This is an optimization exercise on Yosys and OpenROAD, whose aim is small area, not a production implementation.
At most, simulation tests tie the RTL to the original design; equivalence was not proved.
Only the layout flow was run in run 1; the RTL was not checked for function there.
Power figures rest on the tool's default switching activity, not on a simulated workload.

## design/flow/design.v

```verilog
`timescale 1ns/1ps
package mflow_pkg;
   typedef logic [31:0] word_t;
   typedef logic [31:0] addr_t;
   typedef logic [31:0] vid_t;
   typedef logic [31:0] ts_t;
   typedef logic [2:0]  ttype_t;
   typedef struct packed {
      logic [63:0] args;
      ttype_t      ttype;
      vid_t        object;
      ts_t         ts;
   } task_t;
   typedef struct packed {
      addr_t addr;
   } rd_req_t;
   typedef struct packed {
      word_t data;
      addr_t addr;
   } wr_req_t;
   typedef struct packed {
      word_t data;    
      addr_t addr;
   } undo_entry_t;
   localparam ttype_t DISCHARGE_TASK  = 3'd0;
   localparam ttype_t GET_HEIGHT_TASK = 3'd1;
   localparam ttype_t PUSH_TASK       = 3'd2;
   localparam ttype_t RECEIVE_TASK    = 3'd3;
   localparam int VID_EXCESS_OFFSET = 0;
   localparam int VID_HEIGHT_OFFSET = 8;
   localparam int FLOW_BASE_WORD = 4;
   localparam int VERTEX_SHIFT = 6;    
endpackage
`timescale 1ns/1ps
module mflow_top (
   input  logic        clk,
   input  logic        rstn,
   input  logic        start,
   input  logic [31:0] task_in_ts,
   input  logic [31:0] task_in_object,
   input  logic [2:0]  task_in_ttype,
   input  logic [63:0] task_in_args,
   output logic        done,
   output logic        idle,
   output logic [31:0] task_out_ts,
   output logic [31:0] task_out_object,
   output logic [2:0]  task_out_ttype,
   output logic [63:0] task_out_args,
   output logic        task_out_valid,
   input  logic        task_out_ready,
   output logic [31:0] mem_rd_addr,
   output logic        mem_rd_valid,
   input  logic        mem_rd_ready,
   input  logic [31:0] mem_rd_data,
   input  logic        mem_rd_resp_valid,
   output logic [31:0] mem_wr_addr,
   output logic [31:0] mem_wr_data,
   output logic        mem_wr_valid,
   input  logic        mem_wr_ready,
   output logic [31:0] undo_addr,
   output logic [31:0] undo_data,
   output logic        undo_valid,
   input  logic        undo_ready
);
   localparam logic [4:0] S_HW0  = 5'd0,    
                          S_HW1  = 5'd1,    
                          S_HW2  = 5'd2,    
                          S_HW3  = 5'd3,    
                          S_H0   = 5'd4,    
                          S_H1   = 5'd5,    
                          S_H2   = 5'd6,    
                          S_IDLE = 5'd7,
                          S_WA   = 5'd8,    
                          S_GW   = 5'd9,    
                          S_GH   = 5'd10,   
                          S_RE   = 5'd11,   
                          S_SE   = 5'd12,   
                          S_RF   = 5'd13,   
                          S_UF   = 5'd14,   
                          S_SUB  = 5'd15,   
                          S_WF   = 5'd16,   
                          S_MV   = 5'd17,   
                          S_UE   = 5'd18,   
                          S_ADD  = 5'd19,   
                          S_WE   = 5'd20,   
                          S_D1   = 5'd21,   
                          S_D2   = 5'd22,   
                          S_CH   = 5'd23,   
                          S_FIN  = 5'd24,
                          S_GE   = 5'd25;   
   logic [4:0]  state, nstate;
   logic        wt;         
   logic [4:0]  ph;         
   logic        arm;        
   logic [31:0] brg, srg, krg, erg;   
   logic [31:0] r_ts;       
   logic [31:0] r_ob;       
   logic [31:0] r_x;        
   logic [31:0] r_d;        
   logic [3:0]  idx;
   logic [5:0]  dl;         
   logic        dcf;        
   logic        nes, nek;   
   logic        nz;         
   wire rdst = (state == S_H0) || (state == S_H1) || (state == S_H2) ||
               (state == S_GH) || (state == S_RE) || (state == S_RF);
   wire resp = mem_rd_resp_valid && wt && rdst;
   wire acc  = start && idle;
   wire win  = arm;                   
   wire wend = arm && (ph == 5'd31);  
   wire hw   = (state[4:2] == 3'b000);
   wire sub  = (state == S_SUB);
   wire xb   = r_x[0] ^ sub;
   wire dcin = (ph == 5'd0) ? sub : dcf;
   wire dsb  = r_d[0] ^ xb ^ dcin;
   wire dco  = (r_d[0] & xb) | (r_d[0] & dcin) | (xb & dcin);
   wire etop = (state == S_MV) || (state == S_D1);
   wire dtop = etop ? erg[0] : dsb;
   wire [4:0] fo = {1'b0, idx} + 5'd4;        
   logic fbit;                                
   always_comb begin
      case (ph)
         5'd2:    fbit = fo[0];
         5'd3:    fbit = fo[1];
         5'd4:    fbit = fo[2];
         5'd5:    fbit = fo[3];
         5'd6:    fbit = fo[4];
         default: fbit = 1'b0;
      endcase
   end
   logic ox, oy, oc0;
   always_comb begin
      ox  = r_ob[0];
      oy  = 1'b0;
      oc0 = 1'b0;
      case (state)
         S_WA:  begin ox = (ph >= 5'd6) && dl[0]; oy = brg[0]; end
         S_GW:  oy = (ph == 5'd3);
         S_SE:  oy = fbit;
         S_MV:  begin oy = !fbit;   oc0 = 1'b1; end
         S_D1:  begin oy = !brg[0]; oc0 = 1'b1; end
         default: ;
      endcase
   end
   wire ocin = (ph == 5'd0) ? oc0 : dcf;
   wire osb  = ox ^ oy ^ ocin;
   wire oco  = (ox & oy) | (ox & ocin) | (oy & ocin);
   wire hbit = ((ph == 5'd2) && state[0]) || ((ph == 5'd3) && state[1]);
   wire otop = hw ? hbit : ((state == S_D2) ? dl[0] : ((state == S_GE) ? erg[0] : osb));
   wire oshift = win && (hw || (state == S_WA) || (state == S_GW) || (state == S_SE) ||
                         (state == S_MV) || (state == S_D1) || (state == S_GE) ||
                         ((state == S_D2) && (ph < 5'd6)));
   wire vb   = r_ob[0];
   wire ds   = srg[0] ^ vb;
   wire dk   = krg[0] ^ vb;
   wire act = !nz && nes && nek;
   assign idle           = (state == S_IDLE);
   assign done           = (state == S_FIN);
   assign mem_rd_valid   = rdst && !wt;
   assign mem_rd_addr    = r_ob;
   assign undo_valid     = (state == S_UF) || (state == S_UE);
   assign undo_addr      = r_ob;
   assign undo_data      = r_d;
   assign mem_wr_valid   = (state == S_WF) || (state == S_WE);
   assign mem_wr_addr    = r_ob;
   assign mem_wr_data    = r_d;
   assign task_out_valid = (state == S_CH);
   assign task_out_ts     = r_ts;
   assign task_out_object = r_ob;
   assign task_out_ttype  = {1'b0, wt, 1'b0};
   assign task_out_args   = {r_x, r_d};
   wire rd_go = mem_rd_valid && mem_rd_ready;
   always_comb begin
      nstate = state;
      case (state)
         S_HW0: if (wend) nstate = S_H0;
         S_HW1: if (wend) nstate = S_H1;
         S_HW2: if (wend) nstate = S_H2;
         S_HW3: if (wend) nstate = S_IDLE;
         S_H0:  if (resp) nstate = S_HW1;
         S_H1:  if (resp) nstate = S_HW2;
         S_H2:  if (resp) nstate = S_HW3;
         S_IDLE: if (start) begin
            case (task_in_ttype)
               3'd1, 3'd3: nstate = S_WA;
               default:    nstate = S_FIN;
            endcase
         end
         S_WA:  if (wend) nstate = wt ? S_GW : S_RE;
         S_GW:  if (wend) nstate = S_GH;
         S_GH:  if (resp) nstate = S_GE;
         S_GE:  if (wend) nstate = S_CH;
         S_RE:  if (resp) nstate = S_SE;
         S_SE:  if (wend) nstate = S_RF;
         S_RF:  if (resp) nstate = S_UF;
         S_UF:  if (undo_ready) nstate = S_SUB;
         S_SUB: if (wend) nstate = S_WF;
         S_WF:  if (mem_wr_ready) nstate = S_MV;
         S_MV:  if (wend) nstate = S_UE;
         S_UE:  if (undo_ready) nstate = S_ADD;
         S_ADD: if (wend) nstate = S_WE;
         S_WE:  if (mem_wr_ready) nstate = act ? S_D1 : S_FIN;
         S_D1:  if (wend) nstate = S_D2;
         S_D2:  if (wend) nstate = S_CH;
         S_CH:  if (task_out_ready) nstate = S_FIN;
         default: nstate = S_IDLE;
      endcase
   end
   wire chg    = (nstate != state);
   wire dshift = win && ((state == S_HW1) || (state == S_HW2) || (state == S_HW3) || (state == S_WA) ||
                         (state == S_SE) || (state == S_SUB) || (state == S_MV) ||
                         (state == S_ADD) || (state == S_D1));
   always_ff @(posedge clk) begin
      if (!rstn) begin
         state <= S_HW0;
         wt    <= 1'b0;
         arm   <= 1'b0;
         ph    <= 5'd0;
      end else begin
         state <= nstate;
         ph    <= ph + 5'd1;
         arm   <= !chg && (arm || (ph == 5'd31));
         if (acc)   wt <= (task_in_ttype == 3'd1);
         if (state == S_WA && wend) wt <= 1'b0;
         if (rd_go) wt <= 1'b1;
         if (resp)  wt <= (state == S_GH);
         if (state == S_CH && task_out_ready) wt <= 1'b0;
      end
   end
   always_ff @(posedge clk) begin
      brg  <= {(state == S_HW1 && win) ? r_d[0] : brg[0], brg[31:1]};
      srg  <= {(state == S_HW2 && win) ? r_d[0] : srg[0], srg[31:1]};
      krg  <= {(state == S_HW3 && win) ? r_d[0] : krg[0], krg[31:1]};
      erg  <= {((state == S_SE || state == S_WA) && win) ? r_d[0] : erg[0], erg[31:1]};
      if (acc) begin
         r_ts <= task_in_ts;
         r_ob <= task_in_object;
         r_x  <= task_in_args[63:32];
         r_d  <= task_in_args[31:0];
         idx  <= task_in_args[3:0];
      end
      if (resp) r_d <= mem_rd_data;
      if (dshift) r_d <= {dtop, r_d[31:1]};
      if (oshift) r_ob <= {otop, r_ob[31:1]};
      if (win && ((state == S_SUB) || (state == S_ADD))) begin
         r_x <= {r_x[0], r_x[31:1]};
         dcf <= dco;
      end
      if (win && ((state == S_WA) || (state == S_GW) || (state == S_SE) ||
                  (state == S_MV) || (state == S_D1))) dcf <= oco;
      if (win && ((state == S_WA) || ((state == S_D2) && (ph < 5'd6))))
         dl <= {r_ob[0], dl[5:1]};
      if (state == S_WA && win) begin
         nes <= (ph == 5'd0) ? ds : (nes || ds);
         nek <= (ph == 5'd0) ? dk : (nek || dk);
      end
      if (state == S_SE && win) nz <= (ph == 5'd0) ? r_d[0] : (nz || r_d[0]);
      if (state == S_ADD && wend) r_x <= r_ts;
   end
endmodule
```

## design/flow/flow/run.sh

```bash
#!/bin/bash
set -euo pipefail
export BUFFER_PORTS_ARGS="-buffer_cell sky130_fd_sc_hd__buf_1"
bash standard.sh synth > standard_synth.log 2>&1
awk -f flow/filter_lib.awk "$FLOW_HOME/platforms/$FLOW_PLATFORM/lib/sky130_fd_sc_hd__tt_025C_1v80.lib" > restructure.lib
openroad -no_init -exit flow/restructure.tcl > restructure.log 2>&1
bash standard.sh finish > standard_finish.log 2>&1
```

## design/flow/flow/filter_lib.awk

```
# Drop the cells the platform marks don't-use (lpflow and probe cells) from a liberty file.
/^[ \t]*cell[ \t]*\(/ {
   if ($0 ~ /sky130_fd_sc_hd__(lpflow_|probe)/) { skip = 1; depth = 0 }
}
{
   if (skip) {
      n = gsub(/\{/, "{"); m = gsub(/\}/, "}");
      depth += n - m;
      if (depth <= 0 && (n > 0 || m > 0)) { skip = 0 }
      next
   }
   print
}
```

## design/flow/flow/restructure.tcl

```tcl
# Remap the synthesized netlist's combinational logic for area.
set plat $::env(FLOW_HOME)/platforms/$::env(FLOW_PLATFORM)
set res orfs/results/$::env(FLOW_PLATFORM)/mflow_top/base
read_liberty $plat/lib/sky130_fd_sc_hd__tt_025C_1v80.lib
read_db $res/1_synth.odb
read_sdc $res/1_synth.sdc
set_dont_use [get_lib_cells {*/sky130_fd_sc_hd__probe_p_8 */sky130_fd_sc_hd__probec_p_8 */sky130_fd_sc_hd__lpflow_*}]
source $plat/setRC.tcl
report_design_area
file mkdir restructure_work
restructure -target area -liberty_file restructure.lib \
   -tielo_port sky130_fd_sc_hd__conb_1/LO -tiehi_port sky130_fd_sc_hd__conb_1/HI \
   -work_dir restructure_work
report_design_area
report_worst_slack
write_db $res/1_synth.odb
```

## design/flow/standard.sh

```bash
#!/bin/bash
# synth_recipe.tcl (not shown) runs the flow's synth.tcl, then flattens the netlist and writes it again
# the make line also repeats each setting of config.mk as NAME=value (left out here)
make -C /OpenROAD-flow-scripts/flow DESIGN_CONFIG=/design/flow/config.mk WORK_HOME=/design/flow/orfs CLKGATE_MAP_FILE= SYNTH_SCRIPT=/design/flow/synth_recipe.tcl "${@:-finish}"
```

## design/flow/config.mk

```make
export PLATFORM = sky130hd
export DESIGN_NAME = mflow_top
export DESIGN_NICKNAME = mflow_top
export VERILOG_FILES = /design/flow/design.v
export SDC_FILE = /design/flow/constraint.sdc
export NUM_CORES = 4
export LEC_CHECK = 0
export CAP_MARGIN = 20
export CORE_MARGIN = 2
export CORE_UTILIZATION = 40
export CTS_BUF_LIST = sky130_fd_sc_hd__clkbuf_8
export CTS_CLUSTER_DIAMETER = 70
export CTS_CLUSTER_SIZE = 14
export SLEW_MARGIN = 20
```

## design/flow/constraint.sdc

```tcl
create_clock -name core_clock -period 10.0 [get_ports {clk}]
set_input_delay 2.0000 -clock core_clock [delete_from_list [all_inputs] [get_ports {clk}]]
set_output_delay 2.0000 -clock core_clock [all_outputs]
set_load 0.01 [all_outputs]
```

==> impl_metrics.py, run 1 <==
metrics = {
    "place": {
        "placed_area_um2": 12000,
        "place_ws_ns": 4.30,
        "numPortBuffers": 465,
        "gp_congestion": 0.883,
        "dpl.hpwl_um": 22100,
    },
    "clock_network": {
        "clkLatencyLatePin_ns": 0.57,
        "cts_resized": 0,
        "cts_buffers": 25,
        "cts.clk_slew.worst_paths_ns": 0.10,
        "cts-root-buf": "clkbuf_8",
        "htreeDepth": 1,
        "clockBufferDepth": 3,
        "cts_setup_buffers": 0,
        "cts_tree": "yes",
        "cts.sinks": 282,
        "postCtsHoldBufs": 0,
    },
    "sta": {
        "clock-skew-final_ns": 0.0324,
        "worst_pin_slew_ns": 1.03,
        "slew_headroom": 0.312,
        "finalCritPeriodShare": 0.566,
        "fin_tns_setup_ns": 0,
        "rsz0062_at_grt": "no",
        "setup_viol": 0,
        "fin_ws_ns": 4.34,
        "min_period_ns": 5.66,
        "hold_violations": 0,
        "fmax_mhz": 177,
        "finalMaxSlewViolations": 0,
    },
    "power": {
        "p_clk_frac": 0.337,
        "p_per_area_nw_per_um2": 154,
        "pwr-share-comb": 0.036,
        "power.internal_mw": 1.52,
        "p_sw_frac": 0.211,
        "p_leak_nw": 4.23,
        "ir_worst_vdd_mv": 0.119,
        "power_switching_mw": 0.408,
        "seqPwrFrac": 0.627,
        "total_power_mw": 1.93,
    },
    "final_layout": {
        "final_area_um2": 12500,
        "area_growth_pct": 20.7,
        "final_common_cell": "buf_1",
        "final_cell_mix": "buf_1, edfxtp_1, dfxtp_1",
        "drive_above_1_share": 0.0384,
        "nNetsFinal": 1352,
    },
    "grt": {
        "antenna_found_initial": 1,
        "first_global_vias": 7339,
        "gr-total-overflow": 0,
        "grt_max_degree": 36,
        "grt_usage": 0.214,
        "grt_pass1_wl_um": 44400,
    },
    "setup_path": {
        "critPathRequiredTime_ns": 8.00,
        "crit_arrival_ns": 3.66,
        "critical-path-top-delay-family": "buffers and inverters",
        "cp_common_cell": "clkinv_1",
        "critPathMaxStageDelay_ns": 0.68,
        "cp-end-kind": "primary output",
        "cp.buffers_inverters": 4,
        "cp_cell_sequence": "clkinv_1 > nor2_1 > clkinv_1 > nor2_1 > clkinv_1 > nor3_1 > buf_1",
        "crit_path_start_kind": "flop",
        "cp_max_fo": 20,
        "critPathKind": "reg -> out",
        "cp_slowest_cell": "dfxtp_1",
    },
    "status": {
        "outcome": "timing/DRC/antenna clean",
    },
    "floorplanning": {
        "die_h_um": 165,
        "coreArea_um2": 25300,
        "placementRows": 58,
        "die_area_um2": 27200,
        "die_w_um": 165,
        "ios": 468,
        "start_util": 0.409,
    },
    "routing": {
        "wl_per_cell_um": 20.5,
        "drtPass1Iterations": 5,
        "via_per_inst": 5.32,
        "wl_um": 31300,
        "ant_nets": 0,
        "drc": 0,
        "drt_iter0_markers": 746,
        "vias": 8140,
    },
    "hold_path": {
        "hold_class": "reg -> reg",
    },
    "run": {
        "drv_cap": 0,
    },
    "synth": {
        "syn_area_per_cell_um2": 12.3,
        "syn_nets": 1012,
        "netlist_instances": 841,
        "yosysWarnings": 1,
        "syn_area_um2": 10400,
    },
}
-- worst reg2reg max path, stage by stage (launching register included) --
cell,delay (ns)
dfxtp_1,0.79
clkinv_1,0.50
nor2_1,0.32
clkinv_1,0.25
nor2_1,0.27
o21ai_0,0.33
o21ai_2,0.13
buf_4,0.34
clkinv_1,0.84
nand2_1,0.27
buf_4,0.41
-- registers in the layout, indices dropped and copies added (netlist names), 4 cells and up --
name / cells
r_ts: 32
r_d: 32
ph: 5
srg: 32
krg: 32
brg: 32
r_ob: 32
state: 5
r_x: 32
idx: 4
dl: 6
erg: 32
-- worst paths after layout --
| check | startpoint | end | slack [ns] | cells after the start |
|---|---|---|---|---|
| max | state[2]$_SDFF_PN0_ | idle | 4.34 | 7 |
| min | krg[9]$_DFF_P_ | krg[8]$_DFF_P_ | 0.32 | 0 |
| max reg2reg | state[4]$_SDFF_PN0_ | r_ob[31]$_DFFE_PP_ | 5.19 | 10 |
| min reg2reg | krg[9]$_DFF_P_ | krg[8]$_DFF_P_ | 0.32 | 0 |
-- through the flow --
stage	std cells	hold slack, ns	utilization
after floorplan	841	0.310	-
after global placement	1483	0.310	0.474
after detailed placement	1483	0.312	0.474
after CTS	1527	0.323	0.493
after global routing	1529	0.318	0.494
final	1529	0.317	0.494
-- layout make-up --
class	count	area [um2]
fillers	2364	12800
flip-flops and latches	282	7070
multi-input cells	352	2540
repair buffers	475	1840
well taps	330	413
clock buffers	26	358
inverters	45	169
clock inverters	18	118
diodes	1	2.50
-- per-layer routing --
| metal | wire (um) | up-vias | global-route usage |
|---|---|---|---|
| li1 | - | 3729 | - |
| met1 | 13100 | 3960 | 0.291 |
| met2 | 15400 | 414 | 0.354 |
| met3 | 2400 | 37 | 0.0414 |
| met4 | 518 | 0 | 0.0549 |
| met5 | 0 | - | 0 |
-- power by group through the flow --
stage	Combinational, mW	Sequential (mW)	Clock [mW]
after floorplan	0.0358	1.24	0
after global placement	0.0671	1.24	0
after detailed placement	0.0681	1.24	0
after CTS	0.0690	1.21	0.674
after global routing	0.0766	1.21	0.713
final	0.0691	1.21	0.651
==> inputs of run 2 (changes only) <==
--- a/design/flow/design.v
+++ b/design/flow/design.v
@@ -86,8 +86,7 @@
                           S_D1   = 5'd21,   
                           S_D2   = 5'd22,   
                           S_CH   = 5'd23,   
-                          S_FIN  = 5'd24,
-                          S_GE   = 5'd25;   
+                          S_FIN  = 5'd24;
    logic [4:0]  state, nstate;
    logic        wt;         
    logic [4:0]  ph;         
@@ -146,9 +145,9 @@
    wire osb  = ox ^ oy ^ ocin;
    wire oco  = (ox & oy) | (ox & ocin) | (oy & ocin);
    wire hbit = ((ph == 5'd2) && state[0]) || ((ph == 5'd3) && state[1]);
-   wire otop = hw ? hbit : ((state == S_D2) ? dl[0] : ((state == S_GE) ? erg[0] : osb));
+   wire otop = hw ? hbit : ((state == S_D2) ? dl[0] : osb);
    wire oshift = win && (hw || (state == S_WA) || (state == S_GW) || (state == S_SE) ||
-                         (state == S_MV) || (state == S_D1) || (state == S_GE) ||
+                         (state == S_MV) || (state == S_D1) ||
                          ((state == S_D2) && (ph < 5'd6)));
    wire vb   = r_ob[0];
    wire ds   = srg[0] ^ vb;
@@ -188,8 +187,7 @@
          end
          S_WA:  if (wend) nstate = wt ? S_GW : S_RE;
          S_GW:  if (wend) nstate = S_GH;
-         S_GH:  if (resp) nstate = S_GE;
-         S_GE:  if (wend) nstate = S_CH;
+         S_GH:  if (resp) nstate = S_CH;
          S_RE:  if (resp) nstate = S_SE;
          S_SE:  if (wend) nstate = S_RF;
          S_RF:  if (resp) nstate = S_UF;
@@ -207,7 +205,7 @@
       endcase
    end
    wire chg    = (nstate != state);
-   wire dshift = win && ((state == S_HW1) || (state == S_HW2) || (state == S_HW3) || (state == S_WA) ||
+   wire dshift = win && ((state == S_HW1) || (state == S_HW2) || (state == S_HW3) ||
                          (state == S_SE) || (state == S_SUB) || (state == S_MV) ||
                          (state == S_ADD) || (state == S_D1));
    always_ff @(posedge clk) begin
@@ -231,7 +229,7 @@
       brg  <= {(state == S_HW1 && win) ? r_d[0] : brg[0], brg[31:1]};
       srg  <= {(state == S_HW2 && win) ? r_d[0] : srg[0], srg[31:1]};
       krg  <= {(state == S_HW3 && win) ? r_d[0] : krg[0], krg[31:1]};
-      erg  <= {((state == S_SE || state == S_WA) && win) ? r_d[0] : erg[0], erg[31:1]};
+      erg  <= {(state == S_SE && win)  ? r_d[0] : erg[0], erg[31:1]};
       if (acc) begin
          r_ts <= task_in_ts;
          r_ob <= task_in_object;
@@ -239,6 +237,7 @@
          r_d  <= task_in_args[31:0];
          idx  <= task_in_args[3:0];
       end
+      if (state == S_GH && rd_go) r_ob <= r_d;
       if (resp) r_d <= mem_rd_data;
       if (dshift) r_d <= {dtop, r_d[31:1]};
       if (oshift) r_ob <= {otop, r_ob[31:1]};
--- a/design/flow/config.mk
+++ b/design/flow/config.mk
@@ -9,6 +9,6 @@
 export CORE_MARGIN = 2
 export CORE_UTILIZATION = 40
 export CTS_BUF_LIST = sky130_fd_sc_hd__clkbuf_8
-export CTS_CLUSTER_DIAMETER = 70
-export CTS_CLUSTER_SIZE = 14
+export CTS_CLUSTER_DIAMETER = 60
+export CTS_CLUSTER_SIZE = 18
 export SLEW_MARGIN = 20
==> run 2 against run 1 <==
Still clean. Synthesized area hardly changed. Fmax is 12% higher. Worst hold slack better by 0.0026 ns. Largest cell class unchanged.
==> impl_metrics.py, run 2 <==
metrics = {
    "status": {
        "outcome": "timing/DRC/antenna clean",
    },
    "place": {
        "dpl.hpwl_um": 23200,
        "numPortBuffers": 465,
        "place_ws_ns": 5.42,
        "placed_area_um2": 12000,
        "gp_congestion": 0.889,
    },
    "routing": {
        "routedLengthMet1_um": 13200,
        "drc": 0,
        "drt_iter0_markers": 613,
        "wl_per_cell_um": 20.1,
        "via_per_inst": 5.20,
        "wl_um": 31900,
        "highest_layer": "met5",
        "wl_met3_um": 2300,
        "vias": 8250,
        "drtPass1Iterations": 5,
        "ant_nets": 0,
        "wl_met2_um": 15500,
    },
    "floorplanning": {
        "start_util": 0.409,
        "die_w_um": 165,
        "placementRows": 58,
        "coreArea_um2": 25300,
        "ios": 468,
        "die_area_um2": 27200,
        "die_h_um": 165,
    },
    "setup_path": {
        "critPathKind": "reg -> out",
        "cp-end-kind": "primary output",
        "rrSetupSlack_ns": 5.51,
        "critPathMaxStageDelay_ns": 0.62,
        "timing.rr.end": "r_ob[26]$_DFFE_PP_",
        "cp_slowest_cell": "dfxtp_1",
        "startpoint": "state[4]$_SDFF_PN0_",
        "cp_max_fo": 15,
        "crit_path_start_kind": "flop",
        "critPathRequiredTime_ns": 8.00,
        "rr_worst_depth": 11,
        "critPathCapture": "task_out_valid",
        "crit_arrival_ns": 3.05,
        "cp_cell_sequence": "clkinv_1 > nor2_1 > clkinv_1 > nor3_1 > buf_1",
        "cp_common_cell": "clkinv_1",
        "timing.rr.start": "state[4]$_SDFF_PN0_",
    },
    "synth": {
        "syn_area_per_cell_um2": 11.5,
        "syn_nets": 1073,
        "syn_area_um2": 10400,
        "netlist_instances": 902,
        "yosysWarnings": 1,
    },
    "sta": {
        "slew_headroom": 0.305,
        "finalMaxSlewViolations": 0,
        "setup_viol": 0,
        "fmax_mhz": 198,
        "finalCritPeriodShare": 0.505,
        "fin_tns_setup_ns": 0,
        "clock-skew-final_ns": 0.0380,
        "hold_violations": 0,
        "worst_pin_slew_ns": 1.04,
        "rsz0062_at_grt": "no",
        "fin_ws_ns": 4.95,
        "min_period_ns": 5.05,
    },
    "power": {
        "power_switching_mw": 0.430,
        "seqPwrFrac": 0.635,
        "power.internal_mw": 1.48,
        "pwr-share-comb": 0.034,
        "p_leak_nw": 3.90,
        "p_clk_frac": 0.331,
        "ir_worst_vdd_mv": 0.102,
        "p_sw_frac": 0.226,
        "p_per_area_nw_per_um2": 153,
    },
    "grt": {
        "gr-total-overflow": 0,
        "grt_usage": 0.221,
        "grt_pass1_wl_um": 44900,
        "grt_max_degree": 65,
        "first_global_vias": 7475,
        "antenna_found_initial": 3,
    },
    "clock_network": {
        "cts_buffers": 23,
        "cts.clk_slew.worst_paths_ns": 0.10,
        "clkLatencyLatePin_ns": 0.56,
        "htreeDepth": 1,
        "cts_resized": 0,
        "cts-root-buf": "clkbuf_8",
        "cts_tree": "yes",
        "postCtsHoldBufs": 0,
        "cts.sinks": 282,
        "clockBufferDepth": 3,
        "cts_setup_buffers": 0,
    },
    "hold_path": {
        "hold_class": "reg -> reg",
    },
    "final_layout": {
        "final_common_cell": "buf_1",
        "final_area_um2": 12500,
        "drive_above_1_share": 0.0406,
        "register_area_um2": 7070,
        "final_cell_mix": "buf_1, edfxtp_1, dfxtp_1",
        "area_growth_pct": 20.6,
        "fillers": 2389,
        "final_util": 0.493,
        "nNetsFinal": 1411,
        "multi_input_area_um2": 2540,
    },
    "run": {
        "drv_cap": 0,
    },
}
[run 2: cell types whose count changed in the layout (fill, tap and decap cells not counted), moves of 6 or more]
cell       before  now
o22a_1         96    1
nand2_1        14   48
a21oi_1         8   14
o21ai_0        20   45
o2bb2ai_1       5   64
a22o_1         63    0
o22ai_1        10  106
inv_1          14    7
[run 2: worst max-delay path: cells and delay by family, from the launching register on]
kind / cells / cell delay (ns)
buffers and inverters: 3 / 1.02
flip-flops: 1 / 0.62
AND/OR/NAND/NOR: 2 / 0.85
[run 2: layer usage]
layer | track usage | up-vias
met3 | 0.0399 | 56
li1 | - | 3922
met5 | 0 | -
met4 | 0.0609 | 2
met2 | 0.375 | 391
met1 | 0.290 | 3879
[run 2: stage by stage]
step | total power, mW | hold WS [ns] | cells
detailed placement | 1.30 | 0.312 | 1544
finish | 1.91 | 0.319 | 1587
global placement | 1.30 | 0.312 | 1544
global route | 1.98 | 0.316 | 1586
CTS | 1.93 | 0.321 | 1584
floorplan | 1.27 | 0.310 | 902
[run 2: layout make-up]
class,count,share of cell area
antenna,2,0.000401
clock buffer,23,0.0254
clock inverter,17,0.00982
inverter,49,0.0147
multi-input combinational,409,0.203
sequential,282,0.566
tap,330,0.0331
timing repair buffer,475,0.147
[run 2: power by group through the flow]
| stage | combinational [mW] | sequential (mW) | clock, mW |
|---|---|---|---|
| after CTS | 0.0652 | 1.21 | 0.657 |
| after detailed placement | 0.0648 | 1.24 | 0 |
| after global routing | 0.0732 | 1.21 | 0.697 |
| final | 0.0650 | 1.21 | 0.631 |
| after floorplan | 0.0304 | 1.24 | 0 |
| after global placement | 0.0635 | 1.24 | 0 |
[run 2: worst min path at each step]
stage | from | end | cells past startpoint
floorplan | brg[1]$_DFF_P_ | brg[0]$_DFF_P_ | 0
global placement | erg[25]$_DFF_P_ | erg[24]$_DFF_P_ | 0
detailed placement | erg[29]$_DFF_P_ | erg[28]$_DFF_P_ | 0
CTS | erg[22]$_DFF_P_ | erg[21]$_DFF_P_ | 0
global route | erg[22]$_DFF_P_ | erg[21]$_DFF_P_ | 0
finish | erg[22]$_DFF_P_ | erg[21]$_DFF_P_ | 0
==> inputs of run 3 (changes only) <==
--- a/design/flow/config.mk
+++ b/design/flow/config.mk
@@ -8,7 +8,7 @@
 export CAP_MARGIN = 20
 export CORE_MARGIN = 2
 export CORE_UTILIZATION = 40
-export CTS_BUF_LIST = sky130_fd_sc_hd__clkbuf_8
-export CTS_CLUSTER_DIAMETER = 60
-export CTS_CLUSTER_SIZE = 18
+export CTS_BUF_LIST = sky130_fd_sc_hd__clkbuf_16
+export CTS_CLUSTER_DIAMETER = 80
+export CTS_CLUSTER_SIZE = 30
 export SLEW_MARGIN = 20
==> run 3 against run 2 <==
Sequential share of layout area is 0.35 points lower. Setup slack better by 0.074 ns. Fmax is 1.5% higher. Global-route usage is 0.27 points lower. Design area is 0.62% higher. Combinational power hardly changed. Total power is 5.2% higher. Worst hold slack better by 0.0059 ns. Largest cell class unchanged. Largest power group unchanged.
==> impl_metrics.py, run 3 <==
metrics = {
    "synth": {
        "yosysWarnings": 1,
        "netlist_instances": 902,
        "syn_area_um2": 10400,
        "syn_area_per_cell_um2": 11.5,
        "syn_nets": 1073,
    },
    "clock_network": {
        "cts_setup_buffers": 0,
        "cts-root-buf": "clkbuf_16",
        "cts_resized": 0,
        "cts.sinks": 282,
        "cts_tree": "yes",
        "cts_buffers": 15,
        "cts.clk_slew.worst_paths_ns": 0.10,
        "clockBufferDepth": 3,
        "htreeDepth": 1,
        "clkLatencyLatePin_ns": 0.49,
        "postCtsHoldBufs": 0,
    },
    "setup_path": {
        "cp_common_cell": "clkinv_1",
        "critical-path-top-delay-family": "buffers and inverters",
        "cp-end-kind": "primary output",
        "cp_slowest_cell": "dfxtp_1",
        "critPathKind": "reg -> out",
        "critPathMaxStageDelay_ns": 0.62,
        "crit_arrival_ns": 2.98,
        "critPathRequiredTime_ns": 8.00,
        "crit_path_start_kind": "flop",
        "cp.buffers_inverters": 3,
        "cp_max_fo": 15,
        "cp_cell_sequence": "clkinv_1 > nor2_1 > clkinv_1 > nor3_1 > buf_1",
    },
    "routing": {
        "drtPass1Iterations": 5,
        "wl_per_cell_um": 20.2,
        "vias": 8227,
        "ant_nets": 0,
        "wl_um": 31700,
        "drc": 0,
        "via_per_inst": 5.23,
        "drt_iter0_markers": 657,
    },
    "grt": {
        "gr-total-overflow": 0,
        "antenna_found_initial": 3,
        "grt_max_degree": 65,
        "first_global_vias": 7380,
        "grt_pass1_wl_um": 44300,
        "grt_usage": 0.218,
    },
    "power": {
        "ir_worst_vdd_mv": 0.112,
        "total_power_mw": 2.01,
        "p_leak_nw": 3.92,
        "p_per_area_nw_per_um2": 160,
    },
    "place": {
        "numPortBuffers": 465,
        "place_inst": 1544,
        "placed_area_um2": 12000,
        "gp_congestion": 0.889,
        "dpl.hpwl_um": 23200,
        "place_ws_ns": 5.42,
    },
    "sta": {
        "whs_ns": 0.325,
        "slew_headroom": 0.307,
        "rsz0062_at_grt": "no",
        "hold_violations": 0,
        "fmax_mhz": 201,
        "finalCritPeriodShare": 0.498,
        "finalMaxSlewViolations": 0,
        "fin_ws_ns": 5.02,
        "clock-skew-final_ns": 0.0221,
        "fin_tns_setup_ns": 0,
        "worst_pin_slew_ns": 1.04,
        "min_period_ns": 4.98,
        "setup_viol": 0,
    },
    "final_layout": {
        "fillers": 2372,
        "final_cell_mix": "buf_1, edfxtp_1, dfxtp_1",
        "multi_input_area_um2": 2540,
        "register_area_um2": 7070,
        "nNetsFinal": 1403,
        "area_growth_pct": 21.4,
        "stdcell_count": 1572,
        "final_common_cell": "buf_1",
        "drive_above_1_share": 0.0331,
        "final_area_um2": 12600,
        "final_util": 0.496,
    },
    "floorplanning": {
        "placementRows": 58,
        "die_area_um2": 27200,
        "coreArea_um2": 25300,
        "start_util": 0.409,
        "die_w_um": 165,
        "die_h_um": 165,
        "ios": 468,
    },
    "hold_path": {
        "hold_class": "reg -> reg",
    },
    "run": {
        "drv_cap": 0,
    },
    "status": {
        "outcome": "timing/DRC/antenna clean",
    },
}
[run 3: layer usage]
layer  up-vias  share of wire  global-route usage
li1       3904              -                   -
met1      3871           0.41               0.286
met2       403           0.49               0.374
met3        47          0.078              0.0392
met4         2          0.023              0.0549
met5         -        0.00041                   0
[run 3: final cells by class]
cell class,count,area share
timing repair buffer,475,0.146
clock buffer,15,0.0299
multi-input combinational,409,0.202
tap,330,0.0329
antenna,2,0.000398
sequential,282,0.562
inverter,49,0.0146
clock inverter,10,0.0113
[run 3: worst register-to-register path: cells and delay by family, from the launching register on]
kind	cells	cell delay, ns
AOI/OAI and AO/OA	1	0.14
buffers and inverters	5	1.70
DFF	1	0.62
and+or+nand+nor	5	1.69
[run 3: final timing paths]
check | start | end | slack, ns | cells after the start
setup / recovery | state[4]$_SDFF_PN0_ | task_out_valid | 5.02 | 5
hold / removal | brg[22]$_DFF_P_ | brg[21]$_DFF_P_ | 0.33 | 0
setup reg to reg | state[4]$_SDFF_PN0_ | r_ob[7]$_DFFE_PP_ | 5.47 | 11
hold reg to reg | brg[22]$_DFF_P_ | brg[21]$_DFF_P_ | 0.33 | 0
[run 3: report_power, final]
group	internal (mW)	leakage, nW	total [mW]	switching, mW
sequential	1.21	2.41	1.21	0.00120
combinational	0.0331	1.25	0.0651	0.0320
clock	0.336	0.265	0.729	0.393
total	1.58	3.92	2.01	0.426
==> inputs of run 4 (changes only) <==
==> design/flow/config.mk (replaced) <==
export PLATFORM = sky130hd
export DESIGN_NAME = mflow_top
export DESIGN_NICKNAME = mflow_top
export VERILOG_FILES = /design/flow/design.v
export SDC_FILE = /design/flow/constraint.sdc
export NUM_CORES = 4
export LEC_CHECK = 0
export CAP_MARGIN = 20
export CORE_MARGIN = 2
export CORE_UTILIZATION = 60
export CTS_BUF_LIST = sky130_fd_sc_hd__clkbuf_8
export CTS_CLUSTER_DIAMETER = 70
export CTS_CLUSTER_SIZE = 14
export SLEW_MARGIN = 20
==> run 4 against run 3 <==
Die area is 33% lower. Fmax is 0.28% higher. Sequential cell count stayed put. Routed wire length is 11% higher. Critical path type unchanged. Clock skew is 0.0060 ns higher. Combinational power is 4.8% higher. Still clean on timing, DRC and antenna. Clock-buffer cell count is 9 higher. Clock power is 19% lower.
==> impl_metrics.py, run 4 <==
metrics = {
    "floorplanning": {
        "die_w_um": 135,
        "start_util": 0.607,
        "placementRows": 48,
        "coreArea_um2": 17100,
        "die_h_um": 135,
        "die_area_um2": 18300,
        "ios": 468,
    },
    "grt": {
        "antenna_found_initial": 2,
        "first_global_vias": 7692,
        "grt_pass1_wl_um": 48400,
        "gr-total-overflow": 0,
        "grt_usage": 0.362,
        "grt_max_degree": 65,
    },
    "routing": {
        "wl_per_cell_um": 23.7,
        "drc": 0,
        "drt_iter0_markers": 820,
        "ant_nets": 0,
        "drtPass1Iterations": 7,
        "wl_um": 35000,
        "via_per_inst": 5.95,
        "vias": 8811,
    },
    "status": {
        "outcome": "timing/DRC/antenna clean",
    },
    "sta": {
        "whs_ns": 0.318,
        "slew_headroom": 0.287,
        "fmax_mhz": 202,
        "hold_violations": 0,
        "worst_pin_slew_ns": 1.07,
        "min_period_ns": 4.96,
        "fin_tns_setup_ns": 0,
        "finalMaxSlewViolations": 0,
        "rsz0062_at_grt": "no",
        "setup_viol": 0,
        "clock-skew-final_ns": 0.0281,
        "finalCritPeriodShare": 0.496,
    },
    "setup_path": {
        "cp-end-kind": "primary output",
        "cp.buffers_inverters": 3,
        "cp_max_fo": 15,
        "cp_common_cell": "clkinv_1",
        "cp_slowest_cell": "dfxtp_1",
        "crit_arrival_ns": 2.96,
        "critPathRequiredTime_ns": 8.00,
        "cp_cell_sequence": "clkinv_1 > nor2_1 > clkinv_1 > nor3_1 > buf_1",
        "critPathMaxStageDelay_ns": 0.62,
        "critical-path-top-delay-family": "buffers and inverters",
        "crit_path_start_kind": "flop",
        "critPathKind": "reg -> out",
    },
    "clock_network": {
        "cts_setup_buffers": 0,
        "postCtsHoldBufs": 0,
        "cts_buffers": 24,
        "cts.clk_slew.worst_paths_ns": 0.09,
        "clockBufferDepth": 3,
        "cts-root-buf": "clkbuf_8",
        "cts_tree": "yes",
        "cts_resized": 0,
        "cts.sinks": 282,
        "clkLatencyLatePin_ns": 0.56,
        "htreeDepth": 1,
    },
    "hold_path": {
        "hold_class": "reg -> reg",
    },
    "synth": {
        "syn_nets": 1073,
        "netlist_instances": 902,
        "syn_area_per_cell_um2": 11.5,
        "syn_area_um2": 10400,
        "yosysWarnings": 1,
    },
    "place": {
        "place_inst": 1437,
        "gp_congestion": 0.985,
        "dpl.hpwl_um": 26000,
        "numPortBuffers": 465,
    },
    "run": {
        "drv_cap": 0,
    },
    "power": {
        "p_per_area_nw_per_um2": 152,
        "ir_worst_vdd_mv": 0.129,
        "p_leak_nw": 3.91,
    },
    "final_layout": {
        "area_growth_pct": 18.9,
        "nNetsFinal": 1410,
        "stdcell_count": 1481,
        "fillers": 1241,
        "drive_above_1_share": 0.0343,
        "final_cell_mix": "buf_1, edfxtp_1, dfxtp_1",
        "final_common_cell": "buf_1",
    },
}
## run 4: worst paths after layout
check	to	slack [ns]	cells after the start	start
worst min-delay path	krg[1]$_DFF_P_	0.32	0	krg[2]$_DFF_P_
worst max-delay path	task_out_valid	5.04	5	state[4]$_SDFF_PN0_
worst min register to register	krg[1]$_DFF_P_	0.32	0	krg[2]$_DFF_P_
worst max register to register	r_ob[23]$_DFFE_PP_	5.37	11	state[4]$_SDFF_PN0_
## run 4: through the flow
step	instance area [um2]	setup slack, ns	util	total power, mW
3_5_place_dp	11900	5.21	0.696	1.31
3_3_place_gp	11900	5.32	0.696	1.30
5_1_grt	12300	4.94	0.722	1.93
2_1_floorplan	10400	3.32	-	1.27
6_report	12300	5.04	0.722	1.87
4_1_cts	12300	5.15	0.720	1.88
## run 4: cell type report
class	instances	area, um2	area share
diodes	1	2.50	0.000203
multi-input cells	409	2540	0.206
well taps	225	282	0.0229
inverters	49	184	0.0149
flip-flops and latches	282	7070	0.574
repair buffers	473	1830	0.148
clock buffers	24	330	0.0268
clock inverters	18	81.3	0.00661
## run 4: metal layers
| layer | track usage | part of all wire |
|---|---|---|
| met5 | 0 | 0.00031 |
| met2 | 0.577 | 0.47 |
| met1 | 0.479 | 0.37 |
| met4 | 0.159 | 0.051 |
| met3 | 0.0823 | 0.11 |
## run 4: report_power, final
part           switching, mW  leakage (nW)  internal, mW
clock network          0.365         0.267         0.229
logic                 0.0351          1.24        0.0331
registers            0.00116          2.41          1.21
total                  0.401          3.91          1.47
==> inputs of run 5 (changes only) <==
--- a/design/flow/config.mk
+++ b/design/flow/config.mk
@@ -7,7 +7,7 @@
 export LEC_CHECK = 0
 export CAP_MARGIN = 20
 export CORE_MARGIN = 2
-export CORE_UTILIZATION = 60
+export CORE_UTILIZATION = 40
 export CTS_BUF_LIST = sky130_fd_sc_hd__clkbuf_8
 export CTS_CLUSTER_DIAMETER = 70
 export CTS_CLUSTER_SIZE = 14
==> run 5 against run 4 <==
Core utilization is 23 points lower. Design area is 1.5% higher. Clock-buffer cell count is 1 higher. Synthesized cell count stayed put. Critical path depth stayed put. Global-route usage is 14 points lower. Cell count is 7.5% higher. Fmax is 1.7% lower. Register-to-register slack better by 0.10 ns. Critical endpoint unchanged. Largest cell class unchanged.
==> impl_metrics.py, run 5 <==
metrics = {
    "clock_network": {
        "cts_buffers": 25,
        "cts.sinks": 282,
        "clockBufferDepth": 3,
        "cts_setup_buffers": 0,
        "postCtsHoldBufs": 0,
        "htreeDepth": 1,
        "cts_resized": 0,
        "cts.clk_slew.worst_paths_ns": 0.10,
        "cts-root-buf": "clkbuf_8",
        "cts_tree": "yes",
        "clkLatencyLatePin_ns": 0.56,
    },
    "synth": {
        "syn_area_per_cell_um2": 11.5,
        "yosysWarnings": 1,
        "syn_nets": 1073,
        "netlist_instances": 902,
        "syn_area_um2": 10400,
    },
    "floorplanning": {
        "die_h_um": 165,
        "placementRows": 58,
        "start_util": 0.409,
        "die_w_um": 165,
        "ios": 468,
        "coreArea_um2": 25300,
        "die_area_um2": 27200,
    },
    "grt": {
        "gr-total-overflow": 0,
        "first_global_vias": 7481,
        "grt_pass1_wl_um": 44900,
        "antenna_found_initial": 3,
        "grt_usage": 0.221,
        "grt_max_degree": 65,
    },
    "power": {
        "ir_worst_vdd_mv": 0.100,
        "total_power_mw": 1.90,
        "p_leak_nw": 3.93,
        "p_per_area_nw_per_um2": 152,
    },
    "sta": {
        "finalCritPeriodShare": 0.505,
        "hold_violations": 0,
        "worst_pin_slew_ns": 1.05,
        "fmax_mhz": 198,
        "fin_tns_setup_ns": 0,
        "slew_headroom": 0.300,
        "clock-skew-final_ns": 0.0227,
        "setup_viol": 0,
        "finalMaxSlewViolations": 0,
        "whs_ns": 0.315,
        "rsz0062_at_grt": "no",
        "min_period_ns": 5.05,
    },
    "final_layout": {
        "stdcell_count": 1592,
        "final_common_cell": "buf_1",
        "final_cell_mix": "buf_1, edfxtp_1, dfxtp_1",
        "area_growth_pct": 20.7,
        "final_area_um2": 12500,
        "drive_above_1_share": 0.0381,
        "nNetsFinal": 1413,
    },
    "run": {
        "drv_cap": 0,
    },
    "hold_path": {
        "hold_end": "srg[19]$_DFF_P_",
        "hold_class": "reg -> reg",
        "worst_hold_startpoint": "srg[20]$_DFF_P_",
        "hold_depth": 0,
    },
    "setup_path": {
        "crit_arrival_ns": 3.05,
        "timing.rr.start": "state[4]$_SDFF_PN0_",
        "cp-end-kind": "primary output",
        "critPathKind": "reg -> out",
        "rrSetupSlack_ns": 5.47,
        "crit_path_start_kind": "flop",
        "cp_common_cell": "clkinv_1",
        "cp_cell_sequence": "clkinv_1 > nor2_1 > clkinv_1 > nor3_1 > buf_1",
        "critPathRequiredTime_ns": 8.00,
        "rr_worst_depth": 11,
        "critical-path-top-delay-family": "buffers and inverters",
        "cp_slowest_cell": "dfxtp_1",
        "timing.rr.end": "r_ob[9]$_DFFE_PP_",
        "cp.buffers_inverters": 3,
        "cp_max_fo": 15,
        "critPathMaxStageDelay_ns": 0.62,
    },
    "status": {
        "outcome": "timing/DRC/antenna clean",
    },
    "routing": {
        "wl_um": 32000,
        "ant_nets": 0,
        "drtPass1Iterations": 7,
        "wl_per_cell_um": 20.1,
        "drc": 0,
        "vias": 8336,
        "via_per_inst": 5.24,
        "drt_iter0_markers": 655,
    },
    "place": {
        "gp_congestion": 0.889,
        "place_inst": 1544,
        "numPortBuffers": 465,
        "placed_area_um2": 12000,
        "dpl.hpwl_um": 23200,
    },
}
run 5: worst max path at each step:
stage	from	endpoint	depth (start not counted)
after floorplan	mem_rd_resp_valid	r_d[0]$_DFFE_PP_	4
after global placement	mem_rd_ready	r_ob[23]$_DFFE_PP_	7
after detailed placement	mem_rd_ready	r_ob[17]$_DFFE_PP_	7
after CTS	state[4]$_SDFF_PN0_	task_out_valid	5
after global routing	state[4]$_SDFF_PN0_	task_out_valid	5
final	state[4]$_SDFF_PN0_	task_out_valid	5
run 5: power breakdown:
part           internal [mW]  total, mW  switching, mW
sequential              1.21       1.21        0.00122
combinational         0.0331     0.0651         0.0320
clock                  0.240      0.622          0.381
run 5: final cells by class:
| type | instances | area [um2] |
|---|---|---|
| Antenna cell | 2 | 5.00 |
| Fill cell | 2389 | 12800 |
| Sequential cell | 282 | 7070 |
| Timing Repair Buffer | 475 | 1840 |
| Multi-Input combinational cell | 409 | 2540 |
| Inverter | 49 | 184 |
| Clock buffer | 25 | 344 |
| Tap cell | 330 | 413 |
| Clock inverter | 20 | 101 |
run 5: routing by layer:
| metal | routed length, um | part of all wire | vias up | GRT usage |
|---|---|---|---|---|
| li1 | - | - | 3930 | - |
| met4 | 752 | 0.023 | 2 | 0.0601 |
| met1 | 13300 | 0.42 | 3939 | 0.292 |
| met2 | 15500 | 0.48 | 413 | 0.372 |
| met3 | 2450 | 0.077 | 52 | 0.0437 |
| met5 | 13 | 0.00041 | - | 0 |
run 5: metrics by stage:
step                      setup WS [ns]  utilization
after floorplan                    3.32            -
after global placement             5.51        0.474
after detailed placement           5.42        0.474
after CTS                          4.98        0.492
after global routing               4.65        0.493
final                              4.95        0.493
==> inputs of run 6 (changes only) <==
--- a/design/flow/config.mk
+++ b/design/flow/config.mk
@@ -5,10 +5,11 @@
 export SDC_FILE = /design/flow/constraint.sdc
 export NUM_CORES = 4
 export LEC_CHECK = 0
-export CAP_MARGIN = 20
+export CAP_MARGIN = 0
 export CORE_MARGIN = 2
 export CORE_UTILIZATION = 40
 export CTS_BUF_LIST = sky130_fd_sc_hd__clkbuf_8
 export CTS_CLUSTER_DIAMETER = 70
 export CTS_CLUSTER_SIZE = 14
-export SLEW_MARGIN = 20
+export GPL_TIMING_DRIVEN = 0
+export SLEW_MARGIN = 0
==> run 6 against run 5 <==
Still clean. Worst hold slack got worse by 0.011 ns. Register-to-register slack worse by 0.53 ns. Clock power down 3%. Critical path depth did not move. Sequential share of layout area shrank 2.7 points. Routed wire length increased by 2.4%. Synthesized area is the same. Synthesized cell count stayed put. Sequential power hardly changed. Global-route usage rose by 0.27 points. Fmax down 2.3%. Setup slack lost 0.12 ns. Highest routed layer unchanged.
==> impl_metrics.py, run 6 <==
metrics = {
    "grt": {
        "first_global_vias": 7843,
        "antenna_found_initial": 3,
        "gr-total-overflow": 0,
        "grt_pass1_wl_um": 46000,
        "grt_usage": 0.224,
        "grt_max_degree": 65,
    },
    "sta": {
        "setup_viol": 0,
        "whs_ns": 0.304,
        "finalCritPeriodShare": 0.516,
        "fin_tns_setup_ns": 0,
        "worst_pin_slew_ns": 1.14,
        "fmax_mhz": 194,
        "hold_violations": 0,
        "slew_headroom": 0.237,
        "clock-skew-final_ns": 0.0498,
        "rsz0062_at_grt": "no",
        "min_period_ns": 5.16,
        "finalMaxSlewViolations": 0,
    },
    "routing": {
        "drt_iter0_markers": 701,
        "drtPass1Iterations": 6,
        "via_per_inst": 5.11,
        "drc": 0,
        "wl_per_cell_um": 18.7,
        "ant_nets": 0,
        "vias": 8935,
        "wl_um": 32800,
    },
    "clock_network": {
        "clockBufferDepth": 3,
        "cts_buffers": 24,
        "cts_setup_buffers": 0,
        "cts_resized": 0,
        "htreeDepth": 1,
        "cts.clk_slew.worst_paths_ns": 0.10,
        "cts-root-buf": "clkbuf_8",
        "postCtsHoldBufs": 0,
        "cts.sinks": 282,
        "clkLatencyLatePin_ns": 0.57,
        "cts_tree": "yes",
    },
    "final_layout": {
        "drive_above_1_share": 0.0310,
        "nNetsFinal": 1572,
        "fillers": 2357,
        "stdcell_count": 1750,
        "area_growth_pct": 26.8,
        "final_common_cell": "buf_1",
        "final_area_um2": 13100,
        "final_cell_mix": "buf_1, edfxtp_1, dfxtp_1",
    },
    "place": {
        "gp_congestion": 0.907,
        "place_inst": 1705,
        "placed_area_um2": 12700,
        "dpl.hpwl_um": 23900,
        "numPortBuffers": 465,
    },
    "floorplanning": {
        "placementRows": 58,
        "ios": 468,
        "die_area_um2": 27200,
        "coreArea_um2": 25300,
        "die_w_um": 165,
        "die_h_um": 165,
        "start_util": 0.409,
    },
    "run": {
        "drv_cap": 0,
    },
    "setup_path": {
        "cp_max_fo": 15,
        "cp-end-kind": "primary output",
        "crit_path_start_kind": "flop",
        "critPathRequiredTime_ns": 8.00,
        "critPathKind": "reg -> out",
        "crit_arrival_ns": 3.16,
    },
    "power": {
        "ir_worst_vdd_mv": 0.0918,
        "p_per_area_nw_per_um2": 143,
        "power_switching_mw": 0.401,
        "p_clk_frac": 0.322,
        "p_leak_nw": 4.13,
        "power.internal_mw": 1.48,
        "seqPwrFrac": 0.644,
        "p_sw_frac": 0.213,
        "pwr-share-comb": 0.034,
    },
    "synth": {
        "netlist_instances": 902,
        "syn_nets": 1073,
        "yosysWarnings": 1,
        "syn_area_per_cell_um2": 11.5,
        "syn_area_um2": 10400,
    },
    "status": {
        "outcome": "timing/DRC/antenna clean",
    },
    "hold_path": {
        "hold_class": "reg -> reg",
    },
}
-- run 6: changes by cell type in the layout (fill, tap and decap cells not counted), moves of 3 or more --
cell,change
buf_12,+3
inv_1,+3
buf_4,-9
buf_6,+4
buf_1,+162
-- run 6: layout make-up --
| cell class | count | area [um2] | share of cell area |
|---|---|---|---|
| repair buffers | 473 | 1880 | 0.143 |
| clock buffers | 25 | 344 | 0.0262 |
| plain buffers | 162 | 608 | 0.0463 |
| multi-input cells | 409 | 2540 | 0.194 |
| inverters | 49 | 186 | 0.0142 |
| well taps | 330 | 413 | 0.0315 |
| diodes | 1 | 2.50 | 0.000191 |
| flip-flops and latches | 282 | 7070 | 0.538 |
| clock inverters | 19 | 83.8 | 0.00639 |
-- run 6: layer usage --
layer,part of all wire,GRT usage,routed length (um),vias to the layer above
met5,0.00088,0,29,-
met4,0.022,0.0585,727,4
met3,0.090,0.0527,2960,65
met2,0.49,0.383,15900,459
met1,0.40,0.285,13200,4163
li1,-,-,-,4244
-- run 6: worst paths after layout --
check / depth (start not counted) / endpoint / startpoint / slack, ns
min reg2reg: 0 / krg[2]$_DFF_P_ / krg[3]$_DFF_P_ / 0.30
max reg2reg: 8 / r_d[12]$_DFFE_PP_ / state[0]$_SDFF_PN0_ / 4.94
min: 0 / krg[2]$_DFF_P_ / krg[3]$_DFF_P_ / 0.30
max: 5 / mem_wr_valid / state[4]$_SDFF_PN0_ / 4.84
-- run 6: stage by stage --
stage          setup WS (ns)  power, mW  utilization
2_1_floorplan           3.32       1.27            -
3_3_place_gp          0.0858       1.30        0.494
3_5_place_dp            4.51       1.30        0.501
4_1_cts                 4.88       1.90        0.518
5_1_grt                 4.63       1.95        0.518
6_report                4.84       1.88        0.518
-- run 6: power groups by stage --
stage | Clock, mW | Combinational (mW) | Sequential (mW)
floorplan | 0 | 0.0304 | 1.24
global route | 0.667 | 0.0716 | 1.21
CTS | 0.629 | 0.0635 | 1.21
finish | 0.605 | 0.0637 | 1.21
global placement | 0 | 0.0616 | 1.24
detailed placement | 0 | 0.0631 | 1.24
-- run 6: worst max-delay path: stages (launching register included) --
cell and delay (ns):
dfxtp_1 0.62, clkinv_1 0.57, nor2_1 0.38, clkinv_1 0.30, nor3_1 0.50, buf_1 0.22
==> inputs of run 7 (changes only) <==
--- a/design/flow/config.mk
+++ b/design/flow/config.mk
@@ -7,9 +7,8 @@
 export LEC_CHECK = 0
 export CAP_MARGIN = 0
 export CORE_MARGIN = 2
-export CORE_UTILIZATION = 40
+export CORE_UTILIZATION = 60
 export CTS_BUF_LIST = sky130_fd_sc_hd__clkbuf_8
 export CTS_CLUSTER_DIAMETER = 70
 export CTS_CLUSTER_SIZE = 14
-export GPL_TIMING_DRIVEN = 0
 export SLEW_MARGIN = 0
==> run 7 against run 6 <==
Still clean. Sequential power barely moved. Combinational power grew 6.9%. Non-clock buffer count decreased by 163. Cell count is 15% lower. Sequential cell count unchanged. Via count decreased by 1.4%. First-iteration DRC count grew 11%. Sequential share of layout area grew 3.7 points. Total power shrank 0.41%. Synthesized area did not move. Largest cell class unchanged.
==> impl_metrics.py, run 7 <==
metrics = {
    "clock_network": {
        "cts_setup_buffers": 0,
        "cts.clk_slew.worst_paths_ns": 0.11,
        "cts-root-buf": "clkbuf_8",
        "clockBufferDepth": 3,
        "postCtsHoldBufs": 0,
        "clkLatencyLatePin_ns": 0.55,
        "cts_buffers": 24,
        "htreeDepth": 1,
        "cts_tree": "yes",
        "cts.sinks": 282,
        "cts_resized": 0,
    },
    "synth": {
        "syn_nets": 1073,
        "syn_area_per_cell_um2": 11.5,
        "netlist_instances": 902,
        "yosysWarnings": 1,
        "syn_area_um2": 10400,
    },
    "grt": {
        "met3_usage": 0.0823,
        "gr-usage-met1": 0.479,
        "antenna_found_initial": 2,
        "first_global_vias": 7692,
        "grt_max_degree": 65,
        "grt_usage": 0.362,
        "gr-total-overflow": 0,
        "top_usage_layer": "met2",
        "grt_pass1_wl_um": 48400,
        "grtUsageMet2": 0.577,
    },
    "floorplanning": {
        "die_w_um": 135,
        "die_h_um": 135,
        "placementRows": 48,
        "die_area_um2": 18300,
        "start_util": 0.607,
        "ios": 468,
        "coreArea_um2": 17100,
    },
    "sta": {
        "whs_ns": 0.322,
        "fin_tns_setup_ns": 0,
        "clock-skew-final_ns": 0.0276,
        "setup_viol": 0,
        "hold_violations": 0,
        "rsz0062_at_grt": "no",
        "slew_headroom": 0.288,
        "min_period_ns": 4.93,
        "finalCritPeriodShare": 0.493,
        "worst_pin_slew_ns": 1.07,
        "fin_ws_ns": 5.07,
        "finalMaxSlewViolations": 0,
        "fmax_mhz": 203,
    },
    "hold_path": {
        "hold_end": "krg[1]$_DFF_P_",
        "hold_class": "reg -> reg",
        "hold_depth": 0,
        "worst_hold_startpoint": "krg[2]$_DFF_P_",
    },
    "final_layout": {
        "drive_above_1_share": 0.0335,
        "final_cell_mix": "buf_1, edfxtp_1, dfxtp_1",
        "final_util": 0.720,
        "area_growth_pct": 18.7,
        "final_common_cell": "buf_1",
        "register_area_um2": 7070,
        "stdcell_count": 1481,
        "fillers": 1243,
        "nNetsFinal": 1409,
        "multi_input_area_um2": 2540,
    },
    "setup_path": {
        "timing.rr.start": "state[0]$_SDFF_PN0_",
        "crit_path_start_kind": "flop",
        "timing.rr.end": "r_ob[19]$_DFFE_PP_",
        "rrSetupSlack_ns": 5.42,
        "crit_arrival_ns": 2.93,
        "rr_worst_depth": 7,
        "cp-end-kind": "primary output",
        "critPathKind": "reg -> out",
        "cp_max_fo": 13,
        "critPathRequiredTime_ns": 8.00,
    },
    "place": {
        "place_inst": 1437,
        "place_ws_ns": 5.21,
        "numPortBuffers": 465,
        "gp_congestion": 0.985,
        "dpl.hpwl_um": 26000,
    },
    "power": {
        "power.internal_mw": 1.47,
        "p_per_area_nw_per_um2": 152,
        "p_sw_frac": 0.214,
        "pwr-share-comb": 0.036,
        "p_leak_nw": 3.90,
        "ir_worst_vdd_mv": 0.129,
        "power_switching_mw": 0.400,
        "p_clk_frac": 0.317,
        "seqPwrFrac": 0.647,
    },
    "routing": {
        "via_per_inst": 5.95,
        "drc": 0,
        "ant_nets": 0,
        "wl_per_cell_um": 23.5,
        "drt_iter0_markers": 780,
        "drtPass1Iterations": 6,
        "vias": 8812,
        "wl_um": 34900,
    },
    "status": {
        "outcome": "timing/DRC/antenna clean",
    },
    "run": {
        "drv_cap": 0,
    },
}
==> run 7: critical path, cell delays in order (launching register included) <==
cell and delay [ns]:
dfxtp_1 0.67, clkinv_1 0.52, nor2_1 0.38, clkinv_1 0.19, nor3_1 0.40, buf_1 0.20
==> run 7: area by class of cell <==
cell class	count	share of cell area
tap	225	0.0229
clock inverter	18	0.00662
multi-input combinational	409	0.207
sequential	282	0.575
inverter	49	0.0150
antenna	2	0.000407
timing repair buffer	472	0.146
clock buffer	24	0.0269
==> run 7: per-stage QoR <==
stage               instance area [um2]  power, mW
finish                            12300       1.87
global placement                  11900       1.30
detailed placement                11900       1.31
global route                      12300       1.92
CTS                               12300       1.88
floorplan                         10400       1.27
==> run 7: how the worst max path moves through the flow <==
stage                        start            endpoint  slack [ns]  cells after the start
2_1_floorplan    mem_rd_resp_valid    r_d[0]$_DFFE_PP_        3.32                      4
3_3_place_gp          mem_rd_ready   r_ob[5]$_DFFE_PP_        5.32                      6
3_5_place_dp          mem_rd_ready  r_ob[19]$_DFFE_PP_        5.21                      6
4_1_cts        state[4]$_SDFF_PN0_      task_out_valid        5.15                      5
5_1_grt        state[4]$_SDFF_PN0_      task_out_valid        4.94                      5
6_report       state[1]$_SDFF_PN0_      task_out_valid        5.07                      5
==> run 7: layer usage <==
layer	part of all wire	vias to the layer above
met5	0.00043	-
met4	0.048	2
met3	0.11	84
met2	0.47	627
met1	0.38	4164
li1	-	3935
==> run 7: power by group through the flow <==
stage	logic, mW	registers, mW	clock network, mW
floorplan	0.0304	1.24	0
global placement	0.0637	1.24	0
detailed placement	0.0664	1.24	0
CTS	0.0669	1.21	0.597
global route	0.0745	1.21	0.638
finish	0.0681	1.21	0.593

[separate check: timing with driven ports]
In the flow no input, the clock included, has a driving cell. The finished layouts below were timed again as built, in two steps. Step 1 sets driving cells, clkbuf_16 on the clock port and buf_2 on the other inputs (assumed; they add their load-dependent delay and slew). Step 2, shift: input delay + t, output delay - t, t = (earliest + latest rising clock arrival at the registers) / 2. This alone moves slack from input paths to output paths. Three values: ideal, step 1, step 2; two values: the first two.
run	t (ns)	setup WS [ns]	worst setup path after step 2	worst register clock-pin slew, ns	cell pins on the clock port's net
run 1	0.593	4.341 / 4.301 / 4.894	register to output	0.10 / 0.10	1
run 2	0.590	4.950 / 4.905 / 5.495	register to output	0.12 / 0.12	1
run 3	0.530	5.024 / 4.977 / 5.466	register to register	0.11 / 0.11	1
run 4	0.584	5.037 / 4.996 / 5.374	register to register	0.11 / 0.11	1
run 5	0.594	4.954 / 4.908 / 5.467	register to register	0.10 / 0.10	1
run 6	0.589	4.837 / 4.793 / 4.482	input to register	0.10 / 0.10	1
run 7	0.582	5.072 / 5.030 / 5.063	input to register	0.11 / 0.11	1
After both steps setup and hold are still met in every run listed. The setup slack of run 6, which loses most, moves by -0.044 ns with the drivers and by -0.355 ns with both steps.
